This design comes from an exercise in tuning for small area, a short achievable clock period and few clock cycles on the open sky130 flow, not from production work.
Where RTL was checked, it was by simulation tests only, not by an equivalence proof against the original.
For runs 3 to 5, only the layout was checked, not whether the RTL still works.

`design/flow/flow/run.sh`:
```
#!/bin/bash
# The standard layout, with plain buffers (not delay cells) on the ports.
set -euo pipefail
bash standard.sh BUFFER_PORTS_ARGS="-buffer_cell sky130_fd_sc_hd__buf_2" finish > standard.log 2>&1
```
`design/flow/standard.sh`:
```
#!/bin/bash
# synth_recipe.tcl (not shown) runs the flow's synth.tcl, then flattens the netlist and writes it again
# the make line also repeats each setting of config.mk as NAME=value (left out here)
make -C /OpenROAD-flow-scripts/flow DESIGN_CONFIG=/design/flow/config.mk WORK_HOME=/design/flow/orfs CLKGATE_MAP_FILE= SYNTH_SCRIPT=/design/flow/synth_recipe.tcl "${@:-finish}"
```
`design/flow/config.mk`:
```
export PLATFORM = sky130hd
export DESIGN_NAME = fft_top
export DESIGN_NICKNAME = fft_top
export VERILOG_FILES = /design/flow/design.v
export SDC_FILE = /design/flow/constraint.sdc
export NUM_CORES = 4
export LEC_CHECK = 0
export CAP_MARGIN = 20
export CORE_MARGIN = 2
export CORE_UTILIZATION = 40
export SETUP_SLACK_MARGIN = 2.3
export SLEW_MARGIN = 20
export SYNTH_HIERARCHICAL = 1
export SYNTH_MINIMUM_KEEP_SIZE = 0
```
`design/flow/constraint.sdc`:
```
create_clock -name core_clock -period 6.5 [get_ports {clk}]
set_input_delay 1.3000 -clock core_clock [delete_from_list [all_inputs] [get_ports {clk}]]
set_output_delay 1.3000 -clock core_clock [all_outputs]
set_load 0.01 [all_outputs]
```
`design/flow/design.v`:
```
package fft_data_pkg;
  typedef logic signed [8+8-1:0] sample_t;
  typedef struct packed {
    sample_t re;
    sample_t im;
  } cplx_t;
  typedef struct packed {
    cplx_t upper;  
    cplx_t lower;  
  } cplx_pair_t;
endpackage
package fft_ctrl_pkg;
  typedef logic [$clog2(8)-1:0] bin_addr_t;
  typedef struct packed {
    bin_addr_t upper;
    bin_addr_t lower;
  } addr_pair_t;
  typedef logic [$clog2(3)-1:0] stage_t;
  typedef logic [$clog2(8/2)-1:0] twiddle_idx_t;
  typedef struct packed {
    logic       valid;
    addr_pair_t addr;
  } wr_cmd_t;
endpackage
`timescale 1ns/1ps
module fft_top (
  input  logic        clk,
  input  logic        reset,
  input  logic        load,
  input  logic [63:0] load_data,  
  input  logic        start,
  output logic        done,
  input  logic [2:0]  rd_addr,
  output logic [31:0] rd_data     
);
  logic [31:0] e0, e1, e2, e3, f0, f1, f2, f3;
  logic        tr5, ti5;  
  function automatic logic [31:0] cop(input logic [31:0] x, input logic [2:0] c);
    logic [15:0] opr, opi;
    opr = c[2] ? x[15:0] : x[31:16];
    opi = c[2] ? x[31:16] : x[15:0];
    cop = {opr ^ {16{c[1]}}, opi ^ {16{c[0]}}};
  endfunction
  logic k0, s13, n23, n12;
  logic ph;  
  always_ff @(posedge clk) begin
    if (reset) begin
      k0   <= 1'b1;
      s13  <= 1'b0;
      n23  <= 1'b0;
      n12  <= 1'b0;
      ph   <= 1'b0;
      done <= 1'b0;
    end else if (load) begin
      k0   <= s13 & n23;
      s13  <= k0 | (n23 & ~s13);
      n23  <= n12;
      n12  <= k0 | (s13 & n12);
      done <= 1'b0;
    end else if (start) begin
      k0   <= 1'b1;
      s13  <= 1'b0;
      n23  <= 1'b0;
      n12  <= 1'b0;
      ph   <= 1'b1;
    end else if (ph) begin
      ph   <= 1'b0;
      done <= 1'b1;
    end
  end
  logic [31:0] xh, xl;      
  logic [31:0] keep;
  logic [2:0]  c1, c2, c2f, c3;
  assign xh   = load_data[63:32];
  assign xl   = load_data[31:0];
  assign keep = {32{~(k0 & load)}};  
  assign c1  = {s13, n23, n12};
  assign c2  = {1'b0, s13, s13};
  assign c2f = {1'b1, s13, ~s13};
  assign c3  = {s13, n12, n23};
  logic [31:0] xhg, xlg;
  assign xhg = xh & {32{load}};
  assign xlg = xl & {32{load}};
  logic [31:0] se0, se1, se2, se3, sf0, sf1, sf2, sf3;
  fft_cadd #(.KS(0)) u_ae0 (.a(e0 & keep), .b(cop(xhg, 3'b000)), .ci(2'b00),    .s(se0));
  fft_cadd #(.KS(0)) u_ae1 (.a(e1 & keep), .b(cop(xhg, c1)),     .ci(c1[1:0]),  .s(se1));
  fft_cadd #(.KS(0)) u_ae2 (.a(e2 & keep), .b(cop(xhg, c2)),     .ci(c2[1:0]),  .s(se2));
  fft_cadd #(.KS(0)) u_ae3 (.a(e3 & keep), .b(cop(xhg, c3)),     .ci(c3[1:0]),  .s(se3));
  fft_cadd #(.KS(0)) u_af0 (.a(f0 & keep), .b(cop(xlg, 3'b000)), .ci(2'b00),    .s(sf0));
  fft_cadd #(.KS(0)) u_af1 (.a(f1 & keep), .b(cop(xlg, c1)),     .ci(c1[1:0]),  .s(sf1));
  fft_cadd #(.KS(0)) u_af2 (.a(f2 & keep), .b(cop(xlg, c2f)),    .ci(c2f[1:0]), .s(sf2));
  fft_cadd #(.KS(0)) u_af3 (.a(f3 & keep), .b(cop(xlg, c3)),     .ci(c3[1:0]),  .s(sf3));
  logic [31:0] tw;
  fft_mul181 u_mr (.v(f1[31:16]), .y(tw[31:16]));
  fft_mul181 u_mi (.v(f1[15:0]),  .y(tw[15:0]));
  always_ff @(posedge clk) begin
    e0 <= se0;
    e1 <= se1;
    e2 <= se2;
    e3 <= se3;
    f0 <= sf0;
    f2 <= sf2;
    f1 <= start ? f3 : ph ? tw : sf1;
    f3 <= start ? tw : sf3;
    if (start) begin
      tr5 <= (f1[23:16] == 8'h80);
      ti5 <= (f1[7:0] == 8'h80);
    end
  end
  logic [31:0] es, fs;
  logic [1:0]  j;
  logic        ng, odd;
  logic        nra, nrb, nia, nib;
  logic [1:0]  dr, di;
  assign j   = rd_addr[1:0];
  assign ng  = rd_addr[2];
  assign odd = rd_addr[0];
  always_comb begin
    case (j)
      2'd0:    begin es = e0; fs = f0; end
      2'd1:    begin es = e1; fs = f3; end  
      2'd2:    begin es = e2; fs = f2; end
      default: begin es = e3; fs = f1; end  
    endcase
  end
  assign nra = (j == 2'd3) ? ~ng : ng;
  assign nrb = ng;
  assign nia = ~ng;
  assign nib = (j == 2'd3) ? ~ng : ng;
  always_comb begin
    dr = {1'b0, nra} + {1'b0, odd & nrb};
    di = {1'b0, nib} + {1'b0, odd & nia};
    if (j == 2'd1) begin
      dr = ng ? dr - {1'b0, tr5} : dr + {1'b0, tr5};
      di = ng ? di - {1'b0, ti5} : di + {1'b0, ti5};
    end
  end
  logic [15:0] ra, rb, ia, ib;
  logic [15:0] rs, rc, is_, ic;
  assign ra = fs[31:16] ^ {16{nra}};
  assign rb = odd ? fs[15:0] ^ {16{nrb}} : 16'd0;
  assign ia = odd ? fs[31:16] ^ {16{nia}} : 16'd0;
  assign ib = fs[15:0] ^ {16{nib}};
  assign rs  = es[31:16] ^ ra ^ rb;
  assign rc  = {(es[30:16] & ra[14:0]) | (es[30:16] & rb[14:0]) | (ra[14:0] & rb[14:0]),
                dr[1] | dr[0]};
  assign is_ = es[15:0] ^ ia ^ ib;
  assign ic  = {(es[14:0] & ia[14:0]) | (es[14:0] & ib[14:0]) | (ia[14:0] & ib[14:0]),
                di[1] | di[0]};
  logic [31:0] rsum;
  fft_cadd #(.KS(1)) u_rd (.a({rs, is_}), .b({rc, ic}), .ci({dr[1], di[1]}), .s(rsum));
  always_ff @(posedge clk) begin
    rd_data <= rsum;
  end
endmodule
module fft_cadd #(
  parameter int KS = 0
) (
  input  logic [31:0] a,
  input  logic [31:0] b,
  input  logic [1:0]  ci,
  output logic [31:0] s
);
  logic [31:0] p, g, c;
  assign p = a ^ b;
  assign g = a & b;
  fft_carry #(.W(16), .KS(KS)) u_hi (.p(p[31:16]), .g(g[31:16]), .ci(ci[1]), .c(c[31:16]));
  fft_carry #(.W(16), .KS(KS)) u_lo (.p(p[15:0]),  .g(g[15:0]),  .ci(ci[0]), .c(c[15:0]));
  assign s = p ^ c;
endmodule
module fft_mul181 (
  input  logic [15:0] v,
  output logic [15:0] y
);
  logic [23:0] r0, r1, r2, r3, r4, k;
  logic [23:0] s1, c1, s2, c2, s3, c3, s4, c4, p, g, c;
  assign r0 = {8'd0, v};
  assign r1 = {6'd0, v, 2'd0};
  assign r2 = {4'd0, v, 4'd0};
  assign r3 = {3'd0, v, 5'd0};
  assign r4 = {1'd0, v, 7'd0};
  assign k  = (v[15] ? 24'h4b0000 : 24'd0) | 24'd127;
  assign s1 = r0 ^ r1 ^ r2;
  assign c1 = {(r0[22:0] & r1[22:0]) | (r0[22:0] & r2[22:0]) | (r1[22:0] & r2[22:0]), 1'b0};
  assign s2 = r3 ^ r4 ^ k;
  assign c2 = {(r3[22:0] & r4[22:0]) | (r3[22:0] & k[22:0]) | (r4[22:0] & k[22:0]), 1'b0};
  assign s3 = s1 ^ c1 ^ s2;
  assign c3 = {(s1[22:0] & c1[22:0]) | (s1[22:0] & s2[22:0]) | (c1[22:0] & s2[22:0]), 1'b0};
  assign s4 = s3 ^ c3 ^ c2;
  assign c4 = {(s3[22:0] & c3[22:0]) | (s3[22:0] & c2[22:0]) | (c3[22:0] & c2[22:0]), 1'b0};
  assign p = s4 ^ c4;
  assign g = s4 & c4;
  fft_carry #(.W(24), .KS(1)) u_c (.p(p), .g(g), .ci(1'b0), .c(c));
  assign y = p[23:8] ^ c[23:8];
endmodule
module fft_carry #(
  parameter int W  = 16,
  parameter int KS = 0
) (
  input  logic [W-1:0] p,
  input  logic [W-1:0] g,
  input  logic         ci,
  output logic [W-1:0] c
);
  logic [W-1:0] pp, gg, gn;
  always_comb begin
    pp = p;
    gg = g;
    gg[0] = g[0] | (p[0] & ci);
    if (KS != 0) begin
      for (int d = 1; d < W; d = d * 2) begin
        gn = gg;
        for (int i = d; i < W; i++) begin
          gn[i] = gg[i] | (pp[i] & gg[i-d]);
        end
        for (int i = W - 1; i >= d; i--) begin
          pp[i] = pp[i] & pp[i-d];
        end
        gg = gn;
      end
    end else begin
      for (int d = 1; d < W; d = d * 2) begin
        for (int i = 2*d - 1; i < W; i += 2*d) begin
          gg[i] = gg[i] | (pp[i] & gg[i-d]);
          pp[i] = pp[i] & pp[i-d];
        end
      end
      for (int d = W / 4; d >= 1; d = d / 2) begin
        for (int i = 3*d - 1; i < W; i += 2*d) begin
          gg[i] = gg[i] | (pp[i] & gg[i-d]);
          pp[i] = pp[i] & pp[i-d];
        end
      end
    end
    c = {gg[W-2:0], ci};
  end
endmodule
```
==> metrics.md, run 1 <==
| Metric | Value |
|---|---|
| Run status | `no timing/DRC/antenna violations` |
| Routability-driven placement congestion ratio | `0.8968` |
| Min-delay worst type | `register to register` |
| Filler cell count in the final layout | `7,077` |
| Max Fanout on Critical Path | `6` |
| Buffer levels on the longest clock path | `3` |
| Largest stage delay, worst path | `0.53 ns` |
| CTS tree | `built` |
| Top Usage Layer GRT | `met2` |
| Worst hold margin | `0.4806 ns` |
| Nets | `3,716` |
| Met1 layer usage reported by global route | `0.3066` |
| Global-route wire length before repair | `130,300 um` |
| Synth-to-layout area growth | `11.87%` |
| Hold Path Stages | `2` |
| Total Routing Usage GR | `0.2152` |
| Crit path kind | `register to register` |
| Total negative slack for setup checks | `0 ns` |
| Crit path max-delay cell type | `fa_1` |
| Number of clock sinks | `296` |
| Number of antenna violations at the first check in global routing | `0` |
| Yosys warns | `10` |
| Fraction of final layout cells with drive strength greater than 1 | `0.1771` |
| Worst Max-Slew Pin Slew | `0.8247 ns` |
| Fraction of the core area covered by cells at the end of the flow | `0.4527` |
| Worst clock skew | `0.02844 ns` |
| Cells along the critical path | `buf_4, fa_1, inv_1, fa_1, inv_1, fa_1, ha_1, and3_2, and4_1, a221oi_4, buf_4, o21ai_2, xor2_2, mux2_2` |
| Latest clock arrival within the worst-skew pair | `0.58 ns` |
| Depth of the CTS H-tree | `2` |
| Data arrival time of the critical path | `4.64 ns` |
| Endpoint required time on the critical path | `6.97 ns` |
| Number of cell instances on the worst register-to-register path | `14` |
| Vertical die dimension | `278.4 um` |
| Most common library cell in the layout ignoring fill and taps | `and2_1` |
| Cell family with the largest share of critical-path delay | `adder cells` |
| Number of port buffers | `103` |
| Hpwl dp | `65,190 um` |
| Global Route met2 Usage | `0.3504` |
| Unrepaired setup endpoints after global routing | `yes` |
| Max Cap Viol | `0` |
| Post-synthesis area per instance | `9.804 um2` |
| Launch point of the worst hold path | `f3[11]` |
| Total via count after detailed routing | `22,183` |
| Placement Rows | `100` |
| Cell repeated most along the worst path | `fa_1` |
| Aggregate routed wire length | `83,940 um` |
| Final routed DRC violation total | `0` |
| Number of failing hold endpoints at the final stage | `0` |
| Die width | `278.4 um` |
| Rel. slew slack | `0.4502` |
| WL/cell | `20.21 um` |
| Num CTS Buffers | `40` |
| Total inserted antenna cells | `0` |
| Period utilisation layout | `0.6421` |
| Number of primary I/O pins | `104` |
| Critical Path Start | `f1[10]` |
| Clock-pin slew reported for the worst setup and hold paths after clock tree synthesis | `0.05 ns` |
| Core box area | `0.07445 mm2` |
| Type of destination of the critical path | `register` |
| Die area | `0.07753 mm2` |
| Count of final max-slew check failures | `0` |
| Number of detailed-route iterations in the first pass | `5` |
| Highest-count cells in the layout ignoring fill and taps | `and2_1, ha_1, xor2_1, dfxtp_1, xnor2_1` |
| Time the worst path needs with I/O delays and setup | `4.173 ns` |
| Starting utilization of the core area | `0.4047` |
| Global-route track usage on met3 | `0.02065` |
| Remaining antenna violation count after routing | `0` |
| CTS root buffer | `clkbuf_16` |
| Drt first-iter violations | `1,173` |
| Count of cell instances traversed by the critical path | `14` |
| Cell count after synthesis | `3,073` |
| Buffers & Inverters on Critical Path | `4` |
| Cell area after synthesis | `0.03013 mm2` |
| Average vias per placed instance | `5.340` |
| Maximum number of pins on one net before global-route repair | `135` |
| GR Overflow Total | `0` |
| Sort of element at the start of the critical path | `register` |
| Crit Reg-Reg Startpoint | `f1[10]` |
| Number of global-route vias before repair | `22,253` |
| Setup violators final | `0` |
| Peak clock frequency supported by timing | `0.2396 GHz` |
-- path summary, 6_finish.rpt --
path / endpoint / slack (ns)
hold reg to reg: f1[11] / 0.48
setup reg to reg: f3[15] / 2.33
hold / removal: f1[11] / 0.48
setup / recovery: f3[15] / 2.33
-- what timing repair did --
action	CTS	global route
hold buffers	0	0
setup buffers	8	24
gates cloned	1	3
gates resized for setup	59	85
pin swaps	5	22
endpoints found under the setup margin	57	77
-- per-layer routing --
layer  part of all wire  up-vias  wire, um
met5                  0        -         0
met2               0.45      423     38120
li1                   -    10840         -
met3              0.038       82      3216
met4              0.021        0      1751
met1               0.49    10838     40850
-- registers in the layout (all words and copies together) (netlist names) --
register and cells:
e1 32, e0 32, n23 1, rd_data 32, done 1, f0 32
ti5 1, f2 32, tr5 1, k0 1, e3 32, s13 1
f3 32, ph 1, f1 32, e2 32, n12 1
-- metrics by stage --
step | worst slack (ns) | cells | cell area [um2]
finish | 2.327 | 4154 | 33700
detailed placement | 1.290 | 4049 | 31530
global placement | 1.302 | 4049 | 31530
floorplan | 2.025 | 3086 | 30280
CTS | 2.300 | 4127 | 33090
global route | 2.192 | 4154 | 33700
-- worst min-delay path: stages, from the launching register on --
cell     delay [ns]
dfxtp_1        0.32
nand2_1        0.06
o21ai_0        0.06
-- cell type report --
class / count / area (um2) / share of cell area
multi-input combinational: 2511 / 23420 / 0.6947
sequential: 296 / 6047 / 0.1794
clock buffer: 66 / 1254 / 0.03720
tap: 969 / 1212 / 0.03597
timing repair buffer: 161 / 1159 / 0.03438
inverter: 148 / 565.5 / 0.01678
clock inverter: 3 / 51.30 / 0.001522
Testbench counts, summed over its fixed seeds: cycles 5,384.
==> inputs of run 2 (changes only) <==
--- a/design/flow/config.mk
+++ b/design/flow/config.mk
@@ -9,5 +9,5 @@
 export CORE_MARGIN = 2
 export CORE_UTILIZATION = 40
-export SETUP_SLACK_MARGIN = 2.3
+export SETUP_SLACK_MARGIN = 2.0
 export SLEW_MARGIN = 20
 export SYNTH_HIERARCHICAL = 1
==> run 2 against run 1 <==
Compared with the run above: synthesized area unchanged; utilization decreased by 0.76 points; first-iteration DRC count rose by 19%; critical path depth is 3 higher; critical endpoint is now f1[4]; largest cell class unchanged.
==> metrics.md, run 2 <==
| Metric | Value |
|---|---|
| Number of antenna violations at the first check in global routing | `1 (+1)` |
| Total via count after detailed routing | `21,663 (-2.3%)` |
| Buffer levels on the longest clock path | `3 (unchanged)` |
| Hold Path Stages | `2 (unchanged)` |
| Highest-count cells in the layout ignoring fill and taps | `ha_1, and2_1, xor2_1, dfxtp_1, xnor2_1` |
| Launch point of the worst hold path | `f3[13]` |
| Min-delay worst type | `register to register` |
| Data arrival time of the critical path | `4.85 ns (+0.21 ns)` |
| CTS root buffer | `clkbuf_16` |
| Peak clock frequency supported by timing | `0.2293 GHz (-4.3%)` |
| Number of primary I/O pins | `104 (unchanged)` |
| Total negative slack for setup checks | `0 ns (unchanged)` |
| Depth of the CTS H-tree | `2 (unchanged)` |
| Cell area after synthesis | `0.03013 mm2 (unchanged)` |
| Vertical die dimension | `278.4 um (unchanged)` |
| Most common library cell in the layout ignoring fill and taps | `ha_1` |
| Average vias per placed instance | `5.240 (-1.9%)` |
| Run status | `no timing/DRC/antenna violations` |
| Unrepaired setup endpoints after global routing | `no` |
| Drt first-iter violations | `1,401 (+19%)` |
| Number of global-route vias before repair | `21,630 (-2.8%)` |
| Synth-to-layout area growth | `9.992%` |
| Worst hold margin | `0.4831 ns (+0.002506 ns)` |
| Global-route wire length before repair | `126,700 um (-2.8%)` |
| Type of destination of the critical path | `register` |
| Die width | `278.4 um (unchanged)` |
| Max Fanout on Critical Path | `6 (unchanged)` |
| GR Overflow Total | `0 (unchanged)` |
| Rel. slew slack | `0.4591 (+0.008846)` |
| Maximum number of pins on one net before global-route repair | `139 (+3.0%)` |
| Hold Path End | `f1[13]` |
| Worst Max-Slew Pin Slew | `0.8114 ns (-0.01327 ns)` |
| Starting utilization of the core area | `0.4047 (unchanged)` |
| Endpoint required time on the critical path | `6.99 ns (+0.02 ns)` |
| Number of detailed-route iterations in the first pass | `5 (unchanged)` |
| Nets | `3,692 (-0.65%)` |
| Num CTS Buffers | `39 (-2.5%)` |
| WL/cell | `19.78 um (-2.1%)` |
| Reg-to-reg critical path endpoint | `f1[4]` |
| Cell count after synthesis | `3,073 (unchanged)` |
| CTS tree | `built` |
| Latest clock arrival within the worst-skew pair | `0.58 ns (about the same)` |
| Routability-driven placement congestion ratio | `0.9175 (+2.3%)` |
| Number of port buffers | `103 (unchanged)` |
| Remaining antenna violation count after routing | `0 (unchanged)` |
| Count of final max-slew check failures | `0 (unchanged)` |
| Time the worst path needs with I/O delays and setup | `4.361 ns (+0.1876 ns)` |
| Period utilisation layout | `0.6709 (+0.02886)` |
| Max Cap Viol | `0 (unchanged)` |
| FF-to-FF setup slack | `2.14 ns (-0.19 ns)` |
| Placement Rows | `100 (unchanged)` |
| Aggregate routed wire length | `81,790 um (-2.6%)` |
| Die area | `0.07753 mm2 (unchanged)` |
| Fraction of final layout cells with drive strength greater than 1 | `0.1587 (-0.01842)` |
| Yosys warns | `10 (unchanged)` |
| Clock-pin slew reported for the worst setup and hold paths after clock tree synthesis | `0.06 ns (about the same)` |
| Number of failing hold endpoints at the final stage | `0 (unchanged)` |
| Post-synthesis area per instance | `9.804 um2 (unchanged)` |
| Number of cell instances on the worst register-to-register path | `17 (+3)` |
| Setup violators final | `0 (unchanged)` |
| Crit Reg-Reg Startpoint | `f1[7]` |
| Sort of element at the start of the critical path | `register` |
| Number of clock sinks | `296 (unchanged)` |
| Final routed DRC violation total | `0 (unchanged)` |
| Core box area | `0.07445 mm2 (unchanged)` |
| Worst clock skew | `0.02773 ns (-0.0007075 ns)` |
| Hpwl dp | `64,790 um (-0.61%)` |
| Crit path kind | `register to register` |
| Total Routing Usage GR | `0.2109 (-0.004322)` |
## run 2: stage by stage
stage	instances	worst slack (ns)	util	cell area (um2)
after floorplan	3086	1.980	-	30190
after global placement	4053	1.080	0.4230	31490
after detailed placement	4053	1.033	0.4230	31490
after CTS	4126	2.010	0.4422	32920
after global routing	4134	1.971	0.4451	33140
final	4134	2.139	0.4451	33140
## run 2: area by class of cell
class / count / area (um2)
clock inverter: 17 / 201.4
fill: 7170 / 41310
inverter: 148 / 568.0
clock buffer: 54 / 1155
multi-input combinational: 2511 / 23130
sequential: 296 / 5992
tap: 969 / 1212
timing repair buffer: 138 / 877.1
antenna: 1 / 2.502
## run 2: timing repair
item | in CTS | in global routing
setup endpoints to repair | 46 | 31
buffers inserted | 2 | 7
resized for setup | 23 | 46
pin swaps | 1 | 9
hold buffers | 0 | 0
## run 2: metal layers
metal / GRT usage / routed length [um] / vias to the layer above
met4: 0.06085 / 2378 / 0
met3: 0.03106 / 4240 / 114
met5: 0 / 0 / -
met1: 0.2893 / 38150 / 10315
li1: - / - / 10782
met2: 0.3432 / 37020 / 452
## run 2: how the worst max path moves through the flow
stage | to | from | slack [ns] | cells past startpoint
finish | f1[4] | f1[7] | 2.14 | 17
global placement | rd_data[29] | rd_addr[1] | 1.08 | 13
CTS | f1[15] | f1[7] | 2.01 | 16
detailed placement | rd_data[29] | rd_addr[1] | 1.03 | 13
floorplan | rd_data[13] | rd_addr[0] | 1.98 | 19
global route | f1[14] | f1[9] | 1.97 | 16
## run 2: worst max-delay path, stage by stage, from the launching register on
cell and delay, ns:
dfxtp_1 0.32, buf_6 0.15, clkinvlp_4 0.17, buf_4 0.18, fa_1 0.50, fa_1 0.43, fa_1 0.49, inv_1 0.04
ha_1 0.31, nand4_1 0.11, a21oi_1 0.04, o21ai_1 0.24, nand2b_1 0.16, a21o_1 0.22, a21o_1 0.18, xor2_1 0.43
mux2i_1 0.13, o21ai_0 0.15
==> inputs of run 3 (changes only) <==
--- a/design/flow/design.v
+++ b/design/flow/design.v
@@ -23,4 +23,77 @@
   } wr_cmd_t;
 endpackage
+module fft_mul181 (
+  input  logic [15:0] v,
+  output logic [15:0] y
+);
+  logic s1, c2, s3, c4, s5, c6, s7, c8, s9, c10, s11, c12, s13, c14, s15, c16, s17, c18, s19, c20, s21, c22, s23, c24, s25, c26, s27, c28, s29, c30, s31, c32, s33, c34, s35, c36, s37, c38, s39, c40, s41, c42, s43, c44, s45, c46, s47, c48, s49, c50, s51, c52, s53, c54, s55, c56, s57, c58, s59, c60, s61, c62, s63, c64, s65, c66, s67, c68, s69, c70, s71, c72, s73, c74, s75, c76, s77, c78, s79, c80, s81, c82, s83, c84, s85, c86, s87, c88, s89, c90, s91, c92, s93, c94, s95, c96;
+  fft_ha u_s1 (.a(v[5]), .b(v[3]), .s(s1), .co(c2));
+  fft_fa u_s3 (.a(v[6]), .b(v[4]), .c(v[2]), .s(s3), .co(c4));
+  fft_fa u_s5 (.a(v[7]), .b(v[5]), .c(v[3]), .s(s5), .co(c6));
+  fft_fa u_s7 (.a(v[8]), .b(v[6]), .c(v[4]), .s(s7), .co(c8));
+  fft_fa u_s9 (.a(v[9]), .b(v[7]), .c(v[5]), .s(s9), .co(c10));
+  fft_fa u_s11 (.a(v[10]), .b(v[8]), .c(v[6]), .s(s11), .co(c12));
+  fft_fa u_s13 (.a(v[11]), .b(v[9]), .c(v[7]), .s(s13), .co(c14));
+  fft_fa u_s15 (.a(v[12]), .b(v[10]), .c(v[8]), .s(s15), .co(c16));
+  fft_fa u_s17 (.a(v[13]), .b(v[11]), .c(v[9]), .s(s17), .co(c18));
+  fft_fa u_s19 (.a(v[14]), .b(v[12]), .c(v[10]), .s(s19), .co(c20));
+  fft_fa u_s21 (.a(v[15]), .b(v[13]), .c(v[11]), .s(s21), .co(c22));
+  fft_fa u_s23 (.a(v[14]), .b(v[12]), .c(v[11]), .s(s23), .co(c24));
+  fft_fa u_s25 (.a(v[15]), .b(v[13]), .c(v[12]), .s(s25), .co(c26));
+  fft_ha u_s27 (.a(v[4]), .b(v[2]), .s(s27), .co(c28));
+  fft_fa u_s29 (.a(s1), .b(v[1]), .c(v[0]), .s(s29), .co(c30));
+  fft_fa u_s31 (.a(s3), .b(v[1]), .c(c2), .s(s31), .co(c32));
+  fft_fa u_s33 (.a(s5), .b(v[2]), .c(v[0]), .s(s33), .co(c34));
+  fft_fa u_s35 (.a(s7), .b(v[3]), .c(v[1]), .s(s35), .co(c36));
+  fft_fa u_s37 (.a(s9), .b(v[4]), .c(v[2]), .s(s37), .co(c38));
+  fft_fa u_s39 (.a(s11), .b(v[5]), .c(v[3]), .s(s39), .co(c40));
+  fft_fa u_s41 (.a(s13), .b(v[6]), .c(v[4]), .s(s41), .co(c42));
+  fft_fa u_s43 (.a(s15), .b(v[7]), .c(v[5]), .s(s43), .co(c44));
+  fft_fa u_s45 (.a(s17), .b(v[8]), .c(v[6]), .s(s45), .co(c46));
+  fft_fa u_s47 (.a(s19), .b(v[9]), .c(v[7]), .s(s47), .co(c48));
+  fft_fa u_s49 (.a(s21), .b(v[10]), .c(v[8]), .s(s49), .co(c50));
+  fft_fa u_s51 (.a(s23), .b(v[9]), .c(v[15]), .s(s51), .co(c52));
+  fft_fa u_s53 (.a(s25), .b(v[10]), .c(v[15]), .s(s53), .co(c54));
+  fft_fa u_s55 (.a(v[14]), .b(v[13]), .c(v[11]), .s(s55), .co(c56));
+  fft_fa u_s57 (.a(v[15]), .b(v[14]), .c(v[12]), .s(s57), .co(c58));
+  fft_ha u_s59 (.a(v[2]), .b(v[0]), .s(s59), .co(c60));
+  assign s61 = ~(v[3] ^ v[1]);
+  assign c62 = v[3] | v[1];
+  assign s63 = ~(s27 ^ v[0]);
+  assign c64 = s27 | v[0];
+  assign s65 = ~(s29 ^ c28);
+  assign c66 = s29 | c28;
+  assign s67 = ~(s31 ^ c30);
+  assign c68 = s31 | c30;
+  fft_fa u_s69 (.a(s33), .b(c4), .c(c32), .s(s69), .co(c70));
+  fft_fa u_s71 (.a(s35), .b(c6), .c(c34), .s(s71), .co(c72));
+  fft_fa u_s73 (.a(s37), .b(c8), .c(c36), .s(s73), .co(c74));
+  fft_fa u_s75 (.a(s39), .b(c10), .c(c38), .s(s75), .co(c76));
+  fft_fa u_s77 (.a(s41), .b(c12), .c(c40), .s(s77), .co(c78));
+  fft_fa u_s79 (.a(s43), .b(c14), .c(c42), .s(s79), .co(c80));
+  fft_fa u_s81 (.a(s45), .b(c16), .c(c44), .s(s81), .co(c82));
+  fft_fa u_s83 (.a(s47), .b(c18), .c(c46), .s(s83), .co(c84));
+  fft_fa u_s85 (.a(s49), .b(c20), .c(c48), .s(s85), .co(c86));
+  fft_fa u_s87 (.a(s51), .b(c22), .c(c50), .s(s87), .co(c88));
+  fft_fa u_s89 (.a(s53), .b(c24), .c(c52), .s(s89), .co(c90));
+  fft_fa u_s91 (.a(s55), .b(c26), .c(c54), .s(s91), .co(c92));
+  fft_fa u_s93 (.a(s57), .b(v[15]), .c(c56), .s(s93), .co(c94));
+  fft_fa u_s95 (.a(v[15]), .b(v[13]), .c(c58), .s(s95), .co(c96));
+  logic [23:0] ra, rb, p, g, c;
+  assign ra = {1'b0, v[15], v[14], s95, s93, s91, s89, s87, s85, s83, s81, s79, s77, s75, s73, s71, s69, s67, s65, s63, s61, s59, v[1], v[0]};
+  assign rb = {1'b0, v[15], c96, c94, c92, c90, c88, c86, c84, c82, c80, c78, c76, c74, c72, c70, c68, c66, c64, c62, c60, 1'b1, 1'b1, 1'b1};
+  assign p = ra ^ rb;
+  assign g = ra & rb;
+  fft_carry #(.W(24), .KS(1)) u_c (.p(p), .g(g), .ci(1'b0), .c(c));
+  assign y = p[23:8] ^ c[23:8];
+endmodule
+module fft_fa (input logic a, b, c, output logic s, co);
+  assign s  = a ^ b ^ c;
+  assign co = (a & b) | (a & c) | (b & c);
+endmodule
+module fft_ha (input logic a, b, output logic s, co);
+  assign s  = a ^ b;
+  assign co = a & b;
+endmodule
 `timescale 1ns/1ps
 module fft_top (
@@ -169,29 +242,4 @@
   assign s = p ^ c;
 endmodule
-module fft_mul181 (
-  input  logic [15:0] v,
-  output logic [15:0] y
-);
-  logic [23:0] r0, r1, r2, r3, r4, k;
-  logic [23:0] s1, c1, s2, c2, s3, c3, s4, c4, p, g, c;
-  assign r0 = {8'd0, v};
-  assign r1 = {6'd0, v, 2'd0};
-  assign r2 = {4'd0, v, 4'd0};
-  assign r3 = {3'd0, v, 5'd0};
-  assign r4 = {1'd0, v, 7'd0};
-  assign k  = (v[15] ? 24'h4b0000 : 24'd0) | 24'd127;
-  assign s1 = r0 ^ r1 ^ r2;
-  assign c1 = {(r0[22:0] & r1[22:0]) | (r0[22:0] & r2[22:0]) | (r1[22:0] & r2[22:0]), 1'b0};
-  assign s2 = r3 ^ r4 ^ k;
-  assign c2 = {(r3[22:0] & r4[22:0]) | (r3[22:0] & k[22:0]) | (r4[22:0] & k[22:0]), 1'b0};
-  assign s3 = s1 ^ c1 ^ s2;
-  assign c3 = {(s1[22:0] & c1[22:0]) | (s1[22:0] & s2[22:0]) | (c1[22:0] & s2[22:0]), 1'b0};
-  assign s4 = s3 ^ c3 ^ c2;
-  assign c4 = {(s3[22:0] & c3[22:0]) | (s3[22:0] & c2[22:0]) | (c3[22:0] & c2[22:0]), 1'b0};
-  assign p = s4 ^ c4;
-  assign g = s4 & c4;
-  fft_carry #(.W(24), .KS(1)) u_c (.p(p), .g(g), .ci(1'b0), .c(c));
-  assign y = p[23:8] ^ c[23:8];
-endmodule
 module fft_carry #(
   parameter int W  = 16,
--- a/design/flow/config.mk
+++ b/design/flow/config.mk
@@ -9,5 +9,5 @@
 export CORE_MARGIN = 2
 export CORE_UTILIZATION = 40
-export SETUP_SLACK_MARGIN = 2.0
+export SETUP_SLACK_MARGIN = 2.3
 export SLEW_MARGIN = 20
 export SYNTH_HIERARCHICAL = 1
==> run 3 against run 2 <==
Compared with the run above: count of clock-buffer cells in the layout rose by 8; synthesized cell count shrank 4.7%; non-clock buffer count grew 32; worst hold slack improved by 0.021 ns; critical path type is now input port to register; largest cell class unchanged.
==> metrics.md, run 3 <==
| Metric | Value |
|---|---|
| Run status | `no timing/DRC/antenna violations` |
| Type of destination of the critical path | `register` |
| Reg-to-reg critical path endpoint | `f3[29]` |
| Peak clock frequency supported by timing | `0.2405 GHz (+4.9%)` |
| Number of primary I/O pins | `104 (unchanged)` |
| Cell family with the largest share of critical-path delay | `compound AO/OA/AOI/OAI gates` |
| Clock-pin slew reported for the worst setup and hold paths after clock tree synthesis | `0.05 ns (about the same)` |
| Crit path kind | `input port to register` |
| Max Fanout on Critical Path | `13 (+7)` |
| Number of cell instances on the worst register-to-register path | `14 (-3)` |
| Data arrival time of the critical path | `4.62 ns (-0.23 ns)` |
| Rel. slew slack | `0.3649 (-0.09412)` |
| Worst clock skew | `0.02272 ns (-0.005005 ns)` |
| GR Overflow Total | `0 (unchanged)` |
| Most common library cell in the layout ignoring fill and taps | `and2_1` |
| Routability-driven placement congestion ratio | `0.9325 (+1.6%)` |
| Endpoint required time on the critical path | `6.96 ns (-0.03 ns)` |
| Total via count after detailed routing | `21,259 (-1.9%)` |
| Drt first-iter violations | `1,193 (-15%)` |
| Number of clock sinks | `296 (unchanged)` |
| Number of global-route vias before repair | `20,862 (-3.6%)` |
| Number of detailed-route iterations in the first pass | `5 (unchanged)` |
| Time the worst path needs with I/O delays and setup | `4.158 ns (-0.2028 ns)` |
| Starting utilization of the core area | `0.4023 (-0.002421)` |
| Die width | `274.4 um (-1.4%)` |
| Vertical die dimension | `274.4 um (-1.4%)` |
| Total inserted antenna cells | `0 (-1)` |
| Slack of the critical path | `2.342 ns (+0.2028 ns)` |
| Cells along the critical path | `buf_16, buf_4, bufbuf_16, a21oi_2, ha_1, xor2_1, nor2_1, or2_2, ha_1, a21o_1, nand4_1, nand2_2, a41o_1, o41a_1, xor2_1` |
| Highest-count cells in the layout ignoring fill and taps | `and2_1, xor2_1, ha_1, dfxtp_1, xnor2_1` |
| Count of final max-slew check failures | `0 (unchanged)` |
| Depth of the CTS H-tree | `2 (unchanged)` |
| Sort of element at the start of the critical path | `input port` |
| Cell count after synthesis | `2,929 (-4.7%)` |
| Maximum number of pins on one net before global-route repair | `125 (-10%)` |
| Number of antenna violations at the first check in global routing | `1 (unchanged)` |
| Post-synthesis area per instance | `9.986 um2 (+1.9%)` |
| Crit path max-delay cell type | `o41a_1` |
| Critical Path Start | `rd_addr[0]` |
| Cell area after synthesis | `0.02925 mm2 (-2.9%)` |
| FF-to-FF setup slack | `2.50 ns (+0.36 ns)` |
| Period utilisation layout | `0.6397 (-0.03120)` |
| Remaining antenna violation count after routing | `0 (unchanged)` |
| Footprint of the multi-input gates | `0.02275 mm2 (-1.6%)` |
| Filler cell count in the final layout | `6,975 (-2.7%)` |
| Yosys warns | `10 (unchanged)` |
| Latest clock arrival within the worst-skew pair | `0.58 ns (about the same)` |
| Count of cell instances traversed by the critical path | `15 (-2)` |
| Largest stage delay, worst path | `0.40 ns (-0.10 ns)` |
| Setup violators final | `0 (unchanged)` |
| Number of port buffers | `103 (unchanged)` |
| FF/Latch Area | `0.006052 mm2 (+1.0%)` |
| Die area | `0.07530 mm2 (-2.9%)` |
| Number of failing hold endpoints at the final stage | `0 (unchanged)` |
| Min-delay worst type | `register to register` |
| Capture point of the critical path | `rd_data[29]` |
| Average vias per placed instance | `5.301 (+1.2%)` |
| Buffers & Inverters on Critical Path | `3 (-1)` |
| CTS tree | `built` |
| Fraction of final layout cells with drive strength greater than 1 | `0.1816 (+0.02292)` |
| Aggregate routed wire length | `81,150 um (-0.78%)` |
| Hold Path Stages | `2 (unchanged)` |
| Worst Max-Slew Pin Slew | `0.9526 ns (+0.1412 ns)` |
| Num CTS Buffers | `41 (+5.1%)` |
| Nets | `3,548 (-3.9%)` |
| Crit Reg-Reg Startpoint | `f1[26]` |
| CTS root buffer | `clkbuf_16` |
| Buffer levels on the longest clock path | `3 (unchanged)` |
| Max Cap Viol | `0 (unchanged)` |
| Total Routing Usage GR | `0.2152 (+0.004340)` |
| Final routed DRC violation total | `0 (unchanged)` |
| Unrepaired setup endpoints after global routing | `yes` |
| Placement Rows | `99 (-1.0%)` |
| Synth-to-layout area growth | `12.45%` |
| Hpwl dp | `61,660 um (-4.8%)` |
| Worst slack at placement | `1.139 ns (+0.1062 ns)` |
| Global-route wire length before repair | `124,300 um (-1.9%)` |
| Core box area | `0.07271 mm2 (-2.3%)` |
| WL/cell | `20.24 um (+2.3%)` |
| Total negative slack for setup checks | `0 ns (unchanged)` |
[run 3: layout make-up]
cell class / count / area share
Multi-Input combinational cell: 2467 / 0.6917
Sequential cell: 296 / 0.1840
Timing Repair Buffer: 170 / 0.04059
Tap cell: 959 / 0.03648
Clock buffer: 62 / 0.03633
Clock inverter: 10 / 0.005554
Inverter: 46 / 0.005364
[run 3: repair_timing]
| item | 4_1_cts | 5_1_grt |
|---|---|---|
| pin swaps | 1 | 6 |
| resized for setup | 54 | 53 |
| buffers inserted | 5 | 34 |
| hold buffers | 0 | 0 |
| setup endpoints to repair | 52 | 39 |
| gates cloned | 5 | 2 |
[run 3: metrics by stage]
stage | hold slack [ns] | instances | utilization | cell area [um2]
after CTS | 0.5091 | 3974 | 0.4453 | 32380
after global routing | 0.5358 | 4010 | 0.4524 | 32890
after floorplan | 0.4370 | 2940 | - | 29400
after global placement | 0.5020 | 3892 | 0.4215 | 30650
after detailed placement | 0.5032 | 3892 | 0.4215 | 30650
final | 0.5038 | 4010 | 0.4524 | 32890
[run 3: worst min-delay path by stage]
stage	from	endpoint
floorplan	f3[0]	f1[0]
global placement	done	done
detailed placement	done	done
CTS	f3[13]	f1[13]
global route	f3[16]	f1[16]
finish	f3[13]	f1[13]
[run 3: routing by layer]
metal	global-route usage	vias to the layer above	wire, um
li1	-	10487	-
met1	0.2971	10204	38170
met2	0.3436	441	36420
met3	0.03126	127	3861
met4	0.07180	0	2695
met5	0	-	0
[run 3: tightest hold or removal path, delay by kind of cell, from the launching register on]
kind            cells  cell delay [ns]
flops               1             0.33
compound gates      1             0.06
simple gates        1             0.06
==> inputs of run 4 (changes only) <==
--- a/design/flow/design.v
+++ b/design/flow/design.v
@@ -174,6 +174,6 @@
     f0 <= sf0;
     f2 <= sf2;
-    f1 <= start ? f3 : ph ? tw : sf1;
-    f3 <= start ? tw : sf3;
+    f1 <= (start | ph) ? f3 : sf1;
+    f3 <= (start | ph) ? tw : sf3;
     if (start) begin
       tr5 <= (f1[23:16] == 8'h80);
@@ -192,7 +192,7 @@
     case (j)
       2'd0:    begin es = e0; fs = f0; end
-      2'd1:    begin es = e1; fs = f3; end  
+      2'd1:    begin es = e1; fs = f1; end
       2'd2:    begin es = e2; fs = f2; end
-      default: begin es = e3; fs = f1; end  
+      default: begin es = e3; fs = f3; end
     endcase
   end
==> run 4 against run 3 <==
Compared with the run above: global-route usage fell by 0.49 points; non-clock buffer count down 42; utilization shrank 0.70 points; count of clock-buffer cells in the layout shrank 6; die area fell by 1.0%; synthesized area decreased by 1.0%; clock skew shrank 0.0048 ns; largest cell class unchanged.
==> metrics.md, run 4 <==
| Metric | Value |
|---|---|
| Vertical die dimension | `273.0 um (-0.50%)` |
| Data arrival time of the critical path | `4.58 ns (-0.04 ns)` |
| Clock-pin slew reported for the worst setup and hold paths after clock tree synthesis | `0.06 ns (about the same)` |
| Latest clock arrival within the worst-skew pair | `0.56 ns (-0.02 ns)` |
| Cell count after synthesis | `2,856 (-2.5%)` |
| Number of port buffers | `103 (unchanged)` |
| Number of global-route vias before repair | `21,925 (+5.1%)` |
| Total negative slack for setup checks | `0 ns (unchanged)` |
| Num CTS Buffers | `35 (-15%)` |
| Time the worst path needs with I/O delays and setup | `4.158 ns (-0.0002800 ns)` |
| Number of detailed-route iterations in the first pass | `5 (unchanged)` |
| Depth of the CTS H-tree | `2 (unchanged)` |
| Number of primary I/O pins | `104 (unchanged)` |
| Starting utilization of the core area | `0.4043 (+0.002069)` |
| Crit Reg-Reg Startpoint | `f1[31]` |
| Yosys warns | `10 (unchanged)` |
| Worst hold margin | `0.5154 ns (+0.01156 ns)` |
| Aggregate routed wire length | `79,050 um (-2.6%)` |
| Nets | `3,436 (-3.2%)` |
| Count of final max-slew check failures | `0 (unchanged)` |
| Remaining antenna violation count after routing | `0 (unchanged)` |
| Synth-to-layout area growth | `10.15%` |
| Highest-count cells in the layout ignoring fill and taps | `and2_1, ha_1, xor2_1, dfxtp_1, xnor2_1` |
| Number of antenna violations at the first check in global routing | `15 (+14)` |
| Reg-to-reg critical path endpoint | `f3[29]` |
| Global-route wire length before repair | `122,200 um (-1.7%)` |
| Crit path kind | `input port to register` |
| Total via count after detailed routing | `21,115 (-0.68%)` |
| Global-route track usage on met3 | `0.03954 (+0.008276)` |
| Placement Rows | `98 (-1.0%)` |
| Buffer levels on the longest clock path | `3 (unchanged)` |
| Total Routing Usage GR | `0.2103 (-0.004891)` |
| Maximum number of pins on one net before global-route repair | `105 (-16%)` |
| Sort of element at the start of the critical path | `input port` |
| Met1 layer usage reported by global route | `0.2616 (-0.03545)` |
| FF-to-FF setup slack | `2.50 ns (about the same)` |
| Fraction of the core area covered by cells at the end of the flow | `0.4454 (-0.006997)` |
| Number of failing hold endpoints at the final stage | `0 (unchanged)` |
| Number of cell instances on the worst register-to-register path | `12 (-2)` |
| Endpoint required time on the critical path | `6.93 ns (-0.03 ns)` |
| Unrepaired setup endpoints after global routing | `yes` |
| Rel. slew slack | `0.3237 (-0.04122)` |
| Critical Path Start | `rd_addr[0]` |
| Fraction of final layout cells with drive strength greater than 1 | `0.1768 (-0.004748)` |
| Top Usage Layer GRT | `met2` |
| Post-synthesis area per instance | `10.14 um2 (+1.5%)` |
| Max Cap Viol | `0 (unchanged)` |
| Peak clock frequency supported by timing | `0.2405 GHz (about the same)` |
| Routability-driven placement congestion ratio | `0.9187 (-1.5%)` |
| Average vias per placed instance | `5.429 (+2.4%)` |
| Core box area | `0.07161 mm2 (-1.5%)` |
| GR Overflow Total | `0 (unchanged)` |
| Die area | `0.07455 mm2 (-1.0%)` |
| Worst Max-Slew Pin Slew | `1.012 ns (+0.05942 ns)` |
| Final routed DRC violation total | `0 (unchanged)` |
| Global Route met2 Usage | `0.3708 (+0.02719)` |
| Run status | `no timing/DRC/antenna violations` |
| Type of destination of the critical path | `register` |
| Max Fanout on Critical Path | `11 (-2)` |
| Worst slack at placement | `1.101 ns (-0.03797 ns)` |
| WL/cell | `20.33 um (+0.44%)` |
| Setup violators final | `0 (unchanged)` |
| CTS tree | `built` |
| Cell area after synthesis | `0.02895 mm2 (-1.0%)` |
| Launch point of the worst hold path | `done` |
| Period utilisation layout | `0.6397 (about the same)` |
| Slack of the critical path | `2.342 ns (+0.0002800 ns)` |
| Hold Path End | `done` |
| Number of clock sinks | `296 (unchanged)` |
| Hpwl dp | `62,570 um (+1.5%)` |
| Min-delay worst type | `register to register` |
| Die width | `273.0 um (-0.50%)` |
| Filler cell count in the final layout | `6,839 (-1.9%)` |
| Most common library cell in the layout ignoring fill and taps | `and2_1` |
| Drt first-iter violations | `1,098 (-8.0%)` |
| CTS root buffer | `clkbuf_16` |
| Hold Path Stages | `2 (unchanged)` |
| Worst clock skew | `0.01789 ns (-0.004837 ns)` |
[run 4: how the worst max path moves through the flow]
stage / end / slack (ns) / depth (start not counted)
finish: rd_data[15] / 2.34 / 11
global route: f3[13] / 2.24 / 12
CTS: rd_data[13] / 2.28 / 13
detailed placement: rd_data[13] / 1.10 / 19
global placement: rd_data[13] / 1.17 / 19
floorplan: rd_data[13] / 2.04 / 19
[run 4: final cells by class]
type,count,area (um2),area share
Multi-Input combinational cell,2403,22440,0.7038
Sequential cell,296,6030,0.1891
Tap cell,950,1189,0.03727
Clock buffer,56,1109,0.03476
Timing Repair Buffer,128,855.8,0.02684
Inverter,46,175.2,0.005493
Clock inverter,6,80.08,0.002511
Antenna cell,4,10.01,0.0003139
[run 4: critical path, stage by stage]
cell     delay (ns)
buf_16         0.14
mux4_2         0.58
xnor2_1        0.33
and2_1         0.22
fa_1           0.43
ha_1           0.40
and3_1         0.21
a22o_1         0.23
a41o_1         0.22
a221o_1        0.32
xor2_1         0.17
[run 4: routing by layer]
layer	routed length (um)	vias up
met1	34070	10414
met2	38850	380
met3	4073	119
li1	-	10184
met4	1944	18
met5	107	-
[run 4: what timing repair did]
action	CTS	global route
buffers inserted	0	4
pin swaps	0	2
setup endpoints to repair	38	56
hold buffers	0	0
gates cloned	1	1
gates resized for setup	36	37
[run 4: metrics by stage]
stage          cells  cell area [um2]
2_1_floorplan   2867            29190
3_3_place_gp    3817            30400
3_5_place_dp    3817            30400
4_1_cts         3880            31720
5_1_grt         3887            31890
6_report        3889            31890
==> inputs of run 5 (changes only) <==
--- a/design/flow/design.v
+++ b/design/flow/design.v
@@ -85,5 +85,5 @@
   assign p = ra ^ rb;
   assign g = ra & rb;
-  fft_carry #(.W(24), .KS(1)) u_c (.p(p), .g(g), .ci(1'b0), .c(c));
+  fft_carry #(.W(24), .KS(0)) u_c (.p(p), .g(g), .ci(1'b0), .c(c));
   assign y = p[23:8] ^ c[23:8];
 endmodule
@@ -274,5 +274,5 @@
         end
       end
-      for (int d = W / 4; d >= 1; d = d / 2) begin
+      for (int d = 1 << ($clog2(W) - 2); d >= 1; d = d / 2) begin
         for (int i = 3*d - 1; i < W; i += 2*d) begin
           gg[i] = gg[i] | (pp[i] & gg[i-d]);
==> run 5 against run 4 <==
Compared with the run above: via count grew 0.24%; non-clock buffer count grew 13; cell count barely moved; still clean on timing, DRC and antenna; critical path type unchanged; final area is essentially flat.
==> metrics.md, run 5 <==
| Metric | Value |
|---|---|
| Fraction of final layout cells with drive strength greater than 1 | `0.1819 (+0.005080)` |
| Yosys warns | `10 (unchanged)` |
| Worst Max-Slew Pin Slew | `0.9968 ns (-0.01521 ns)` |
| Number of port buffers | `103 (unchanged)` |
| Slack of the critical path | `2.330 ns (-0.01181 ns)` |
| Die width | `272.5 um (-0.20%)` |
| WL/cell | `20.28 um (-0.23%)` |
| Latest clock arrival within the worst-skew pair | `0.56 ns (about the same)` |
| Max Cap Viol | `0 (unchanged)` |
| Cell area after synthesis | `0.02884 mm2 (-0.41%)` |
| Remaining antenna violation count after routing | `0 (unchanged)` |
| Endpoint required time on the critical path | `6.94 ns (about the same)` |
| Core box area | `0.07149 mm2 (-0.17%)` |
| Final cell area excluding filler cells | `0.03191 mm2 (about the same)` |
| Placement Rows | `98 (unchanged)` |
| Buffer levels on the longest clock path | `3 (unchanged)` |
| CTS root buffer | `clkbuf_16` |
| Hold Buf Count CTS | `0 (unchanged)` |
| Routability-driven placement congestion ratio | `0.9155 (-0.35%)` |
| Hpwl dp | `62,150 um (-0.68%)` |
| Min-delay worst type | `register to register` |
| Number of global-route vias before repair | `21,593 (-1.5%)` |
| Worst hold margin | `0.5187 ns (+0.003352 ns)` |
| Number of primary I/O pins | `104 (unchanged)` |
| Type of destination of the critical path | `register` |
| Die area | `0.07425 mm2 (-0.40%)` |
| Starting utilization of the core area | `0.4034 (-0.0009517)` |
| Maximum number of pins on one net before global-route repair | `95 (-9.5%)` |
| Run status | `no timing/DRC/antenna violations` |
| GR Overflow Total | `0 (unchanged)` |
| Total negative slack for setup checks | `0 ns (unchanged)` |
| Clock-pin slew reported for the worst setup and hold paths after clock tree synthesis | `0.06 ns (about the same)` |
| Sort of element at the start of the critical path | `input port` |
| Total via count after detailed routing | `21,166 (+0.24%)` |
| Crit path kind | `input port to register` |
| Peak clock frequency supported by timing | `0.2398 GHz (-0.28%)` |
| Aggregate routed wire length | `78,930 um (-0.16%)` |
| Max Fanout on Critical Path | `19 (+8)` |
| Drt first-iter violations | `1,247 (+14%)` |
| Post-synthesis area per instance | `10.13 um2 (-0.13%)` |
| Vertical die dimension | `272.5 um (-0.20%)` |
| Unrepaired setup endpoints after global routing | `yes` |
| Number of detailed-route iterations in the first pass | `7 (+2)` |
| Time the worst path needs with I/O delays and setup | `4.170 ns (+0.01181 ns)` |
| Count of final max-slew check failures | `0 (unchanged)` |
| Setup violators final | `0 (unchanged)` |
| Cell area after placement | `0.03028 mm2 (-0.42%)` |
| Synth-to-layout area growth | `10.66%` |
| Cell count after synthesis | `2,848 (-0.28%)` |
| Rel. slew slack | `0.3355 (+0.01174)` |
| Worst slack at placement | `1.015 ns (-0.08639 ns)` |
| Period utilisation layout | `0.6415 (+0.001817)` |
| Num CTS Buffers | `38 (+8.6%)` |
| Highest-count cells in the layout ignoring fill and taps | `and2_1, xor2_1, ha_1, dfxtp_1, xnor2_1` |
| Number of antenna violations at the first check in global routing | `4 (-11)` |
| Nets | `3,442 (+0.17%)` |
| Data arrival time of the critical path | `4.61 ns (+0.03 ns)` |
| Average vias per placed instance | `5.438 (+0.16%)` |
| Global-route wire length before repair | `121,000 um (-1.0%)` |
| Worst clock skew | `0.02808 ns (+0.01019 ns)` |
| Number of clock sinks | `296 (unchanged)` |
| Final routed DRC violation total | `0 (unchanged)` |
| Total Routing Usage GR | `0.2097 (-0.0005705)` |
| Number of failing hold endpoints at the final stage | `0 (unchanged)` |
| Most common library cell in the layout ignoring fill and taps | `and2_1` |
| CTS tree | `built` |
| Depth of the CTS H-tree | `2 (unchanged)` |
[run 5: cell types whose count changed in the layout (fill, tap and decap cells not counted), sizes merged, moves of 6 or more]
cell	previous run	this run
clkbuf	57	63
nor2	12	26
a21o	252	242
buf	126	138
[run 5: final cells by class]
cell class	instances	area, um2
diodes	1	2.502
clock buffers	61	1120
clock inverters	4	77.57
fillers	6701	39580
inverters	42	160.2
multi-input cells	2397	22330
flip-flops and latches	296	5981
well taps	950	1189
repair buffers	141	1050
[run 5: worst paths after layout]
| path | startpoint | end | slack [ns] | cells after the start |
|---|---|---|---|---|
| setup / recovery | rd_addr[0] | rd_data[15] | 2.33 | 12 |
| hold reg to reg | done | done | 0.52 | 2 |
| setup reg to reg | s13 | e1[31] | 2.50 | 12 |
| hold / removal | done | done | 0.52 | 2 |
[run 5: per-stage QoR]
step	util	std cells
finish	0.4464	3892
detailed placement	0.4235	3805
global route	0.4464	3892
floorplan	-	2857
CTS	0.4429	3874
global placement	0.4235	3805
[run 5: metal layers]
metal	track usage	share of wire
met5	0	0.00027
met4	0.06189	0.028
met3	0.02952	0.052
met2	0.3649	0.49
met1	0.2692	0.43
[run 5: timing repair]
| item | in CTS | in global routing |
|---|---|---|
| pin swaps | 0 | 3 |
| setup buffers | 2 | 15 |
| gates resized for setup | 31 | 30 |
| setup endpoints to repair | 29 | 19 |
| cloned | 2 | 2 |
[run 5: critical path, stage by stage]
cell	delay, ns
buf_16	0.16
buf_4	0.14
mux4_2	0.59
xnor2_1	0.26
and2_1	0.21
fa_1	0.47
ha_4	0.29
and3_1	0.22
a22o_1	0.24
a41o_1	0.23
a221o_1	0.32
xor2_1	0.17
==> inputs of run 6 (changes only) <==
--- a/design/flow/design.v
+++ b/design/flow/design.v
@@ -85,5 +85,5 @@
   assign p = ra ^ rb;
   assign g = ra & rb;
-  fft_carry #(.W(24), .KS(0)) u_c (.p(p), .g(g), .ci(1'b0), .c(c));
+  fft_carry #(.W(24), .KS(1)) u_c (.p(p), .g(g), .ci(1'b0), .c(c));
   assign y = p[23:8] ^ c[23:8];
 endmodule
@@ -222,5 +222,5 @@
                 di[1] | di[0]};
   logic [31:0] rsum;
-  fft_cadd #(.KS(1)) u_rd (.a({rs, is_}), .b({rc, ic}), .ci({dr[1], di[1]}), .s(rsum));
+  fft_cadd #(.KS(0)) u_rd (.a({rs, is_}), .b({rc, ic}), .ci({dr[1], di[1]}), .s(rsum));
   always_ff @(posedge clk) begin
     rd_data <= rsum;
--- a/design/flow/config.mk
+++ b/design/flow/config.mk
@@ -9,5 +9,5 @@
 export CORE_MARGIN = 2
 export CORE_UTILIZATION = 40
-export SETUP_SLACK_MARGIN = 2.3
+export SETUP_SLACK_MARGIN = 2.5
 export SLEW_MARGIN = 20
 export SYNTH_HIERARCHICAL = 1
==> run 6 against run 5 <==
Compared with the run above: via count grew 0.36%; cell count increased by 0.51%; sequential share of layout area down 0.18 points; first-iteration DRC count decreased by 6.5%; sequential cell count is the same; critical path type unchanged; largest cell class unchanged.
==> metrics.md, run 6 <==
| Metric | Value |
|---|---|
| Placement Rows | `98 (unchanged)` |
| Max Cap Viol | `0 (unchanged)` |
| Global-route track usage on met3 | `0.04637 (+0.01685)` |
| Die area | `0.07392 mm2 (-0.45%)` |
| Crit path max-delay cell type | `mux4_2` |
| Min-delay worst type | `register to register` |
| Latest clock arrival within the worst-skew pair | `0.57 ns (about the same)` |
| Vertical die dimension | `271.9 um (-0.23%)` |
| WL/cell | `21.07 um (+3.9%)` |
| Count of final max-slew check failures | `0 (unchanged)` |
| Largest stage delay, worst path | `0.55 ns (-0.04 ns)` |
| Aggregate routed wire length | `82,420 um (+4.4%)` |
| Unrepaired setup endpoints after global routing | `yes` |
| Routability-driven placement congestion ratio | `0.9364 (+2.3%)` |
| Cell area after placement | `0.03010 mm2 (-0.59%)` |
| Maximum number of pins on one net before global-route repair | `111 (+17%)` |
| Buffers & Inverters on Critical Path | `2 (unchanged)` |
| FF/Latch Area | `0.006062 mm2 (+1.4%)` |
| Hold Buf Count CTS | `0 (unchanged)` |
| Run status | `no timing/DRC/antenna violations` |
| Number of antenna violations at the first check in global routing | `13 (+9)` |
| Synth-to-layout area growth | `13.76%` |
| Core box area | `0.07124 mm2 (-0.34%)` |
| Number of detailed-route iterations in the first pass | `5 (-2)` |
| Num CTS Buffers | `37 (-2.6%)` |
| Starting utilization of the core area | `0.4029 (-0.0004731)` |
| Highest-count cells in the layout ignoring fill and taps | `and2_1, xor2_1, ha_1, dfxtp_1, xnor2_1` |
| Global-route wire length before repair | `123,800 um (+2.3%)` |
| Number of cell instances on the worst register-to-register path | `13 (+1)` |
| Worst clock skew | `0.01809 ns (-0.009989 ns)` |
| Nets | `3,458 (+0.46%)` |
| Number of primary I/O pins | `104 (unchanged)` |
| Data arrival time of the critical path | `4.52 ns (-0.09 ns)` |
| CTS tree | `built` |
| Max Fanout on Critical Path | `5 (-14)` |
| Worst hold margin | `0.5118 ns (-0.006904 ns)` |
| Period utilisation layout | `0.6212 (-0.02028)` |
| Buffer levels on the longest clock path | `3 (unchanged)` |
| Cell area after synthesis | `0.02870 mm2 (-0.46%)` |
| Top Usage Layer GRT | `met2` |
| Drt first-iter violations | `1,166 (-6.5%)` |
| Total via count after detailed routing | `21,243 (+0.36%)` |
| Die width | `271.9 um (-0.23%)` |
| Filler cell count in the final layout | `6,722 (+0.31%)` |
| Endpoint required time on the critical path | `6.98 ns (+0.04 ns)` |
| Remaining antenna violation count after routing | `0 (unchanged)` |
| Total Routing Usage GR | `0.2167 (+0.006992)` |
| Sort of element at the start of the critical path | `input port` |
| CTS root buffer | `clkbuf_16` |
| Worst Max-Slew Pin Slew | `1.029 ns (+0.03235 ns)` |
| GR Overflow Total | `0 (unchanged)` |
| Yosys warns | `9 (-1)` |
| Hold Path Stages | `2 (unchanged)` |
| Cell family with the largest share of critical-path delay | `adder cells` |
| Final routed DRC violation total | `0 (unchanged)` |
| Average vias per placed instance | `5.430 (-0.15%)` |
| Post-synthesis area per instance | `10.20 um2 (+0.74%)` |
| Number of failing hold endpoints at the final stage | `0 (unchanged)` |
| Fraction of the core area covered by cells at the end of the flow | `0.4584 (+0.01197)` |
| Most common library cell in the layout ignoring fill and taps | `and2_1` |
| Time the worst path needs with I/O delays and setup | `4.038 ns (-0.1318 ns)` |
| Type of destination of the critical path | `register` |
| Final cell area excluding filler cells | `0.03265 mm2 (+2.3%)` |
| Global Route met2 Usage | `0.3608 (-0.004037)` |
| Total negative slack for setup checks | `0 ns (unchanged)` |
| Cell count after synthesis | `2,814 (-1.2%)` |
| Number of global-route vias before repair | `21,518 (-0.35%)` |
| Rel. slew slack | `0.3123 (-0.02320)` |
| Clock-pin slew reported for the worst setup and hold paths after clock tree synthesis | `0.06 ns (about the same)` |
| Footprint of the multi-input gates | `0.02259 mm2 (+1.1%)` |
| Hpwl dp | `63,560 um (+2.3%)` |
| Crit path kind | `input port to register` |
| Peak clock frequency supported by timing | `0.2477 GHz (+3.3%)` |
| Number of port buffers | `103 (unchanged)` |
| Fraction of final layout cells with drive strength greater than 1 | `0.2136 (+0.03167)` |
| Number of clock sinks | `296 (unchanged)` |
| Setup violators final | `0 (unchanged)` |
| Depth of the CTS H-tree | `2 (unchanged)` |
| Cells along the critical path | `buf_16, buf_4, mux4_2, xnor2_1, and2_1, fa_1, ha_4, and3_4, nand4_1, a31oi_4, nand3b_4, a41o_1, a21o_1, xor2_1` |
| Met1 layer usage reported by global route | `0.2794 (+0.01022)` |
| Count of cell instances traversed by the critical path | `14 (+2)` |
## run 6: area by class of cell
type	count	share of cell area
inverters	44	0.005135
repair buffers	190	0.04345
well taps	950	0.03640
clock inverters	11	0.003295
clock buffers	55	0.03418
multi-input cells	2363	0.6917
diodes	3	0.0002299
flip-flops and latches	296	0.1856
## run 6: repair_timing
| item | in CTS | in global routing |
|---|---|---|
| pin swaps | 2 | 46 |
| gates resized for setup | 78 | 80 |
| endpoints found under the setup margin | 59 | 54 |
| cloned | 2 | 1 |
| setup buffers | 12 | 54 |
## run 6: worst reg2reg max path, cell delays in order, from the launching register on
cell and delay [ns]:
dfxtp_4 0.37, buf_4 0.15, fa_1 0.51, fa_1 0.52, fa_1 0.60, ha_4 0.23, o211ai_1 0.18, a21oi_1 0.09
nor2b_1 0.17, a21oi_2 0.10, a221oi_2 0.33, inv_1 0.09, xor2_1 0.14, mux2_2 0.25
## run 6: stage by stage
| stage | std cells | worst slack [ns] |
|---|---|---|
| after global routing | 3911 | 2.382 |
| after floorplan | 2825 | 2.018 |
| after detailed placement | 3774 | 1.180 |
| after CTS | 3854 | 2.456 |
| final | 3912 | 2.462 |
| after global placement | 3774 | 1.249 |
## run 6: routing by layer
metal  part of all wire  vias to the layer above
li1                   -                    10097
met1               0.43                    10462
met2               0.47                      528
met3              0.066                      146
met4              0.031                       10
met5            0.00075                        -
## run 6: worst paths after layout
| path | startpoint | end | slack [ns] |
|---|---|---|---|
| worst max-delay path | rd_addr[0] | rd_data[14] | 2.46 |
| worst min-delay path | done | done | 0.51 |
| worst max register to register | f1[26] | f3[29] | 2.65 |
| worst min register to register | done | done | 0.51 |
Testbench counts of run 6, summed over its fixed seeds: cycles 5,384.

-- static timing again, ports no longer ideal --
The flow's constraints put no driver on any port. The routed layouts listed below were extracted and timed again, unchanged, in two steps. Step 1 sets driving cells, clkbuf_16 on the clock port and buf_2 on the other inputs (assumed; they add their load-dependent delay and slew). Step 2 adds t to the input delays and takes it off the output delays; t is the mean of the earliest and latest rising clock arrival at the registers after step 1. Input paths then give back, and output paths get back, about the clock's delay inside the block. a / b / c = ideal / step 1 / step 2; a / b = the first two.
run	t, ns	setup slack, ns	worst setup path after step 2	latest minus earliest clock arrival (ns)	pins driven straight from the clock port
run 1	0.629	2.327 / 2.179 / 1.550	input to register	0.028 / 0.029	1
run 2	0.629	2.139 / 2.101 / 1.472	input to register	0.031 / 0.031	1
run 3	0.629	2.342 / 2.229 / 1.600	input to register	0.025 / 0.025	1
run 4	0.603	2.342 / 2.161 / 1.557	input to register	0.018 / 0.019	1
run 5	0.601	2.330 / 2.179 / 1.579	input to register	0.029 / 0.029	1
run 6	0.622	2.462 / 2.170 / 1.548	input to register	0.018 / 0.018	1
After both steps every run listed still meets setup and hold. The setup slack of run 6, which loses most, moves by -0.292 ns with the drivers and by -0.914 ns with both steps.
